This is an optimization exercise on Yosys and OpenROAD, whose aim is small area, a short achievable clock period and few clock cycles per item, not a production implementation.
In this exercise RTL edits were held to simulation tests only and were not proved equivalent to the original.
Power figures rest on the tool's default switching activity, not on a simulated workload.

== oak ==
==> flow/design.v (excerpt) <==
module tw_tracker #(
  parameter int unsigned TW_MEM_SIZE = 16,
  parameter int unsigned ACCID_W     = 8,
  parameter int unsigned TASKID_W    = 64
) (
  input  logic                clk,
  input  logic                rst,
  input  logic                in_valid,
  output logic                in_ready,
  input  logic                in_type,
  input  logic [TASKID_W-1:0] in_taskid,
  input  logic [ACCID_W-1:0]  in_accid,
  input  logic [31:0]         in_components,
  output logic                ack_valid,
  input  logic                ack_ready,
  output logic [ACCID_W-1:0]  ack_accid,
  output logic [7:0]          ack_code,
  output logic                full_err,
  output logic                busy
);
Size: about 5300 cells after synthesis, roughly 2100 flip-flops, roughly 130 I/O pins, ~83000 sq um of cells after synthesis.
Settings: LEC_CHECK=0, ABC_CLOCK_PERIOD_IN_PS=2500, CAP_MARGIN=35, CORE_MARGIN=2, CORE_UTILIZATION=55, CTS_CLUSTER_DIAMETER=60, CTS_CLUSTER_SIZE=26, SETUP_SLACK_MARGIN=4.4, SLEW_MARGIN=35, TNS_END_PERCENT=20; clock period 7.0 ns.
run.sh (not shown) runs the stock make flow with config.mk's settings and CLKGATE_MAP_FILE= SYNTH_SCRIPT=/design/flow/synth_recipe.tcl, a recipe that flattens the netlist after the stock synthesis.
Testbench counts of oak, summed over its fixed seeds: cycles 24,033, items 24,000.
For pine, these inputs were changed with respect to oak:
Settings: changing SETUP_SLACK_MARGIN from 4.4 to 4.3; setting PLACE_DENSITY to 0.7 for the first time; removing TNS_END_PERCENT (formerly 20); changing CTS_CLUSTER_SIZE from 26 to 22.
Results
For the utilization after layout, pine came in 0.67 points lower than oak did.
In pine the met2 global-route usage turned out 2.9 points lower than in oak.
On cell area, the higher figure sits with oak, not pine.
Summary — power share of the combinational group, pine relative to oak: lower, by 0.2 points.
oak → pine: multi-input gate count saw little to no change; first-pass GRT wire length saw a decrease; maximum frequency from static timing analysis saw an increase; global-route usage saw a decrease; height of the chip saw little to no change.
Delta(filler cell count, pine - oak) < 0
Setup changes, pine to birch
Settings: clearing PLACE_DENSITY, which used to be 0.7; swapping 22 for 26 in CTS_CLUSTER_SIZE; putting TNS_END_PERCENT at 5 where nothing was set.
==> notes.md <==
birch against pine: delay contributed by the slowest stage of the critical path now larger, number of cell instances on the worst register-to-register path now smaller, cell area now larger, sum of routed wire length over all layers now larger.
In the reports for birch and pine, the larger routed length on met3 belongs to pine.

* * *

The RTL this note starts from:
==> flow/design.v <==
module tw_tracker #(
  parameter int unsigned TW_MEM_SIZE = 16,
  parameter int unsigned ACCID_W     = 8,
  parameter int unsigned TASKID_W    = 64
) (
  input  logic                clk,
  input  logic                rst,
  input  logic                in_valid,
  output logic                in_ready,
  input  logic                in_type,
  input  logic [TASKID_W-1:0] in_taskid,
  input  logic [ACCID_W-1:0]  in_accid,
  input  logic [31:0]         in_components,
  output logic                ack_valid,
  input  logic                ack_ready,
  output logic [ACCID_W-1:0]  ack_accid,
  output logic [7:0]          ack_code,
  output logic                full_err,
  output logic                busy
);
  localparam int unsigned N  = TW_MEM_SIZE;
  localparam int unsigned FD = 5;    
  logic [N-1:0]        ent_valid;
  logic [N-1:0]        ent_armed;
  logic [ACCID_W-1:0]  ent_accid  [N];
  logic [32:0]         ent_cnt    [N];
  logic [TASKID_W-1:0] ent_taskid [N];
  logic                a_v;
  logic                a_type;
  logic [TASKID_W-1:0] a_taskid;
  logic [ACCID_W-1:0]  a_accid;
  logic [31:0]         a_comp;
  logic [N-1:0]        a_eq_lo;      
  logic [N-1:0]        a_eq_hi;      
  logic [N-1:0]        a_fix;        
  logic                a_eqb;        
  logic                a_same;       
  logic                a_same2;      
  logic                b_v;
  logic                b_type;
  logic [TASKID_W-1:0] b_taskid;
  logic [ACCID_W-1:0]  b_accid;      
  logic [32:0]         b_delta;      
  logic                b_exists;     
  logic [N-1:0]        b_slot;       
  logic [32:0]         b_cnt;        
  logic                b_armed;
  logic [ACCID_W-1:0]  b_eaccid;
  logic                w_upd;        
  logic                w_done;       
  logic [N-1:0]        w_slot;
  logic [32:0]         w_cnt;
  logic                w_armed;      
  logic [ACCID_W-1:0]  w_accid;
  logic [ACCID_W-1:0]  fq [FD];
  logic [FD-1:0]       focc;         
  logic               all_used;
  logic [N-1:0]       free_oh;
  logic               drop;
  logic [N-1:0]       slot;
  logic               new_armed;
  logic [ACCID_W-1:0] new_accid;
  logic [32:0]        new_cnt;
  logic               hits_zero;
  logic               done;
  logic               upd;
  logic [32:0] ag, ap;
  always_comb begin
    ag = b_cnt & b_delta;
    ap = b_cnt ^ b_delta;
    for (int unsigned d = 1; d < 33; d = d * 2) begin
      for (int i = 32; i >= int'(d); i--) begin
        ag[i] = ag[i] | (ap[i] & ag[i - int'(d)]);
        ap[i] = ap[i] & ap[i - int'(d)];
      end
    end
    new_cnt = (b_cnt ^ b_delta) ^ {ag[31:0], 1'b0};
  end
  always_comb begin
    all_used = &ent_valid;
    free_oh  = '0;
    for (int i = N - 1; i >= 0; i--)
      if (!ent_valid[i]) free_oh = N'(1) << i;
    drop      = !b_exists && all_used;
    slot      = b_exists ? b_slot : free_oh;
    new_armed = b_type | b_armed;
    new_accid = b_type ? b_accid : b_eaccid;
    hits_zero = &(~((b_cnt ^ b_delta) ^ {(b_cnt[31:0] | b_delta[31:0]), 1'b0}));
    upd       = b_v && !drop;
    done      = upd && new_armed && hits_zero;
  end
  logic eq_b;
  assign eq_b = (b_taskid == in_taskid);
  always_ff @(posedge clk) begin
    for (int unsigned i = 0; i < N; i++) begin
      a_eq_lo[i] <= (ent_taskid[i][TASKID_W/2-1:0] == in_taskid[TASKID_W/2-1:0]);
      a_eq_hi[i] <= (ent_taskid[i][TASKID_W-1:TASKID_W/2] == in_taskid[TASKID_W-1:TASKID_W/2]);
    end
    a_fix   <= upd ? slot : '0;
    a_eqb   <= eq_b;
    a_same  <= a_v && (a_taskid == in_taskid);
    a_same2 <= upd && eq_b;
  end
  logic [N-1:0]        hit;
  logic                hit_any;
  logic [32:0]         rd_cnt;
  logic                rd_armed;
  logic [ACCID_W-1:0]  rd_accid;
  always_comb begin
    for (int unsigned i = 0; i < N; i++)
      hit[i] = ent_valid[i] && (a_fix[i] ? a_eqb : (a_eq_lo[i] && a_eq_hi[i]));
    hit_any  = |hit;
    rd_cnt   = '0;
    rd_armed = 1'b0;
    rd_accid = '0;
    for (int unsigned i = 0; i < N; i++) begin
      rd_cnt   = rd_cnt   | ({33{hit[i]}} & ent_cnt[i]);
      rd_armed = rd_armed | (hit[i] & ent_armed[i]);
      rd_accid = rd_accid | ({ACCID_W{hit[i]}} & ent_accid[i]);
    end
  end
  logic accept;
  assign accept = in_valid && in_ready;
  always_ff @(posedge clk) begin
    a_type   <= in_type;
    a_taskid <= in_taskid;
    a_accid  <= in_accid;
    a_comp   <= in_components;
    b_type   <= a_type;
    b_taskid <= a_taskid;
    b_accid  <= a_accid;
    b_delta  <= a_type ? {1'b0, a_comp} : -{1'b0, a_comp};
    if (a_same) begin
      b_exists <= upd && !done;
      b_slot   <= slot;
      b_cnt    <= new_cnt;
      b_armed  <= new_armed && !done;
      b_eaccid <= new_accid;
    end else begin
      b_exists <= hit_any;
      b_slot   <= hit;
      b_cnt    <= a_same2 ? w_cnt   : rd_cnt;
      b_armed  <= a_same2 ? w_armed : rd_armed;
      b_eaccid <= a_same2 ? w_accid : rd_accid;
    end
    w_slot  <= slot;
    w_cnt   <= new_cnt;
    w_armed <= new_armed && !done;
    w_accid <= new_accid;
  end
  always_ff @(posedge clk) begin
    if (rst) begin
      a_v    <= 1'b0;
      b_v    <= 1'b0;
      w_upd  <= 1'b0;
      w_done <= 1'b0;
    end else begin
      a_v    <= accept;
      b_v    <= a_v;
      w_upd  <= upd;
      w_done <= done;
    end
  end
  always_ff @(posedge clk) begin
    for (int unsigned i = 0; i < N; i++) begin
      if (upd && slot[i]) ent_taskid[i] <= b_taskid;
      if (w_upd && w_slot[i]) begin
        ent_cnt[i]   <= w_cnt;
        ent_armed[i] <= w_armed;
        ent_accid[i] <= w_accid;
      end
    end
  end
  always_ff @(posedge clk) begin
    if (rst) begin
      ent_valid <= '0;
    end else begin
      for (int unsigned i = 0; i < N; i++)
        if (upd && slot[i]) ent_valid[i] <= !done;
    end
  end
  logic          pop;
  logic [FD-1:0] focc_nxt;
  assign pop = ack_valid && ack_ready;
  always_comb begin
    if (w_done && !pop)      focc_nxt = {focc[FD-2:0], 1'b1};
    else if (pop && !w_done) focc_nxt = {1'b0, focc[FD-1:1]};
    else                     focc_nxt = focc;
  end
  always_ff @(posedge clk) begin
    for (int unsigned j = 0; j < FD; j++) begin
      if (pop) begin
        if (w_done && (j == FD - 1 ? focc[j] : (focc[j] && !focc[j+1]))) fq[j] <= w_accid;
        else if (j < FD - 1)                                             fq[j] <= fq[j+1];
      end else if (w_done && (j == 0 ? !focc[0] : (focc[j-1] && !focc[j]))) begin
        fq[j] <= w_accid;
      end
    end
  end
  always_ff @(posedge clk) begin
    if (rst) begin
      focc      <= '0;
      ack_valid <= 1'b0;
      full_err  <= 1'b0;
      in_ready  <= 1'b1;
      busy      <= 1'b0;
    end else begin
      focc      <= focc_nxt;
      ack_valid <= focc_nxt[0];
      if (b_v && drop) full_err <= 1'b1;
      in_ready  <= !focc_nxt[1];
      busy      <= accept || a_v || b_v || focc_nxt[0];
    end
  end
  assign ack_accid = fq[0];
  assign ack_code  = 8'h01;
endmodule
clock: 7.0 ns
lec_check: 0
abc_clock_period_in_ps: 2500
cap_margin: 35
core_margin: 2
core_utilization: 55
cts_cluster_diameter: 60
cts_cluster_size: 26
place_density: 0.7
setup_slack_margin: 4.3
slew_margin: 35
The baseline completed without violations.
Testbench counts at the start, summed over its fixed seeds: cycles 24,033, items 24,000.
Change:
--- a/flow/config.mk
+++ b/flow/config.mk
@@ -13,4 +13,4 @@
 export CTS_CLUSTER_SIZE = 26
-export PLACE_DENSITY = 0.7
 export SETUP_SLACK_MARGIN = 4.3
 export SLEW_MARGIN = 35
+export TNS_END_PERCENT = 20
What happened: Setup slack gets better by 55 ps. Worst hold slack gets better by 5.7 ps. Non-clock buffer count decreases by 11. Wire length increases slightly.
Change:
--- a/flow/config.mk
+++ b/flow/config.mk
@@ -11,6 +11,3 @@
 export CORE_UTILIZATION = 55
-export CTS_CLUSTER_DIAMETER = 60
-export CTS_CLUSTER_SIZE = 26
-export SETUP_SLACK_MARGIN = 4.3
+export SETUP_SLACK_MARGIN = 4.2
 export SLEW_MARGIN = 35
-export TNS_END_PERCENT = 20
After rerunning: The new run passed the timing, design-rule and antenna checks. Sequential share of layout area drops by 1.3 points. Count of clock-buffer cells in the layout climbs by 158. Die area stays the same. First-iteration DRC count drops by 12%. Sequential power stays flat. Power climbs by 8.2%. Synthesized cell count is unchanged. Combinational power climbs by about 3%. Setup slack gets worse by 46 ps. Design area climbs by 2.1%. Routed wire length is about the same.
Change:
--- a/flow/config.mk
+++ b/flow/config.mk
@@ -7,3 +7,3 @@
 export LEC_CHECK = 0
-export ABC_CLOCK_PERIOD_IN_PS = 2500
+export ABC_AREA = 1
 export CAP_MARGIN = 35
@@ -11,3 +11,6 @@
 export CORE_UTILIZATION = 55
-export SETUP_SLACK_MARGIN = 4.2
+export CTS_CLUSTER_DIAMETER = 60
+export CTS_CLUSTER_SIZE = 26
+export PLACE_DENSITY = 0.7
+export SETUP_SLACK_MARGIN = 4.3
 export SLEW_MARGIN = 35
=> The new run completed with no timing, DRC or antenna violations. Count of clock-buffer cells in the layout decreases by 162. Global-route usage decreases by 2.5 points. First-iteration DRC count increases by well over a third. Hold slack improves by 13 ps.
Change:
--- a/flow/config.mk
+++ b/flow/config.mk
@@ -7,3 +7,3 @@
 export LEC_CHECK = 0
-export ABC_AREA = 1
+export ABC_CLOCK_PERIOD_IN_PS = 2500
 export CAP_MARGIN = 35
@@ -12,4 +12,3 @@
 export CTS_CLUSTER_DIAMETER = 60
-export CTS_CLUSTER_SIZE = 26
-export PLACE_DENSITY = 0.7
+export CTS_CLUSTER_SIZE = 22
 export SETUP_SLACK_MARGIN = 4.3
The new run ran to the end with no violations.
Wire length is higher by a few percent.
Maximum frequency came out higher slightly.
Total power went up slightly.
Change:
--- a/flow/config.mk
+++ b/flow/config.mk
@@ -12,4 +12,5 @@
 export CTS_CLUSTER_DIAMETER = 60
-export CTS_CLUSTER_SIZE = 22
+export CTS_CLUSTER_SIZE = 26
 export SETUP_SLACK_MARGIN = 4.3
 export SLEW_MARGIN = 35
+export TNS_END_PERCENT = 40
Outcome: Routed wire length stays flat; sequential cell count is unchanged; cell count is about the same; register-to-register slack got worse by 20 ps; non-clock buffer count increases by 20; total power is about the same; synthesized area stays the same; clock skew drops by 11 ps; combinational power hardly moves.

## port drivers added, routing unchanged
Ports are ideal in the flow. The routed layouts listed here were re-timed in OpenROAD.
Step 1 assumes that a clkbuf_16 drives the clock port and a buf_2 every other input.
Step 2 adds t to the input delays and takes it off the output delays; t is the mean of the earliest and latest rising clock arrival at the registers after step 1. Input paths then give back, and output paths get back, about the clock's delay inside the block.
Slacks: ideal ports / drivers / drivers and shift; pairs: ideal ports / drivers.
run | t (ns) | setup WS [ns] | slew at the worst register clock pin (ns)
oak | 0.875 | 4.104 / 4.104 / 3.402 | 0.10 / 0.10
pine | 0.873 | 4.122 / 4.122 / 3.432 | 0.09 / 0.09
birch | 0.871 | 4.087 / 4.029 / 3.367 | 0.10 / 0.10
the first run of note 2 | 0.871 | 4.073 / 4.073 / 3.437 | 0.10 / 0.10
the second run of note 2 | 0.871 | 4.128 / 4.128 / 3.415 | 0.10 / 0.10
the third run of note 2 | 0.906 | 4.082 / 4.082 / 3.295 | 0.07 / 0.07
the fourth run of note 2 | 0.892 | 4.129 / 4.129 / 3.445 | 0.10 / 0.10
the fifth run of note 2 | 0.863 | 4.147 / 4.147 / 3.398 | 0.09 / 0.09
the sixth run of note 2 | 0.879 | 4.124 / 4.124 / 3.407 | 0.10 / 0.10
After both steps every run listed still meets setup and hold. For the third run of note 2, which loses most, drivers alone change the setup slack by 0.000 ns; drivers and shift together by -0.787 ns.
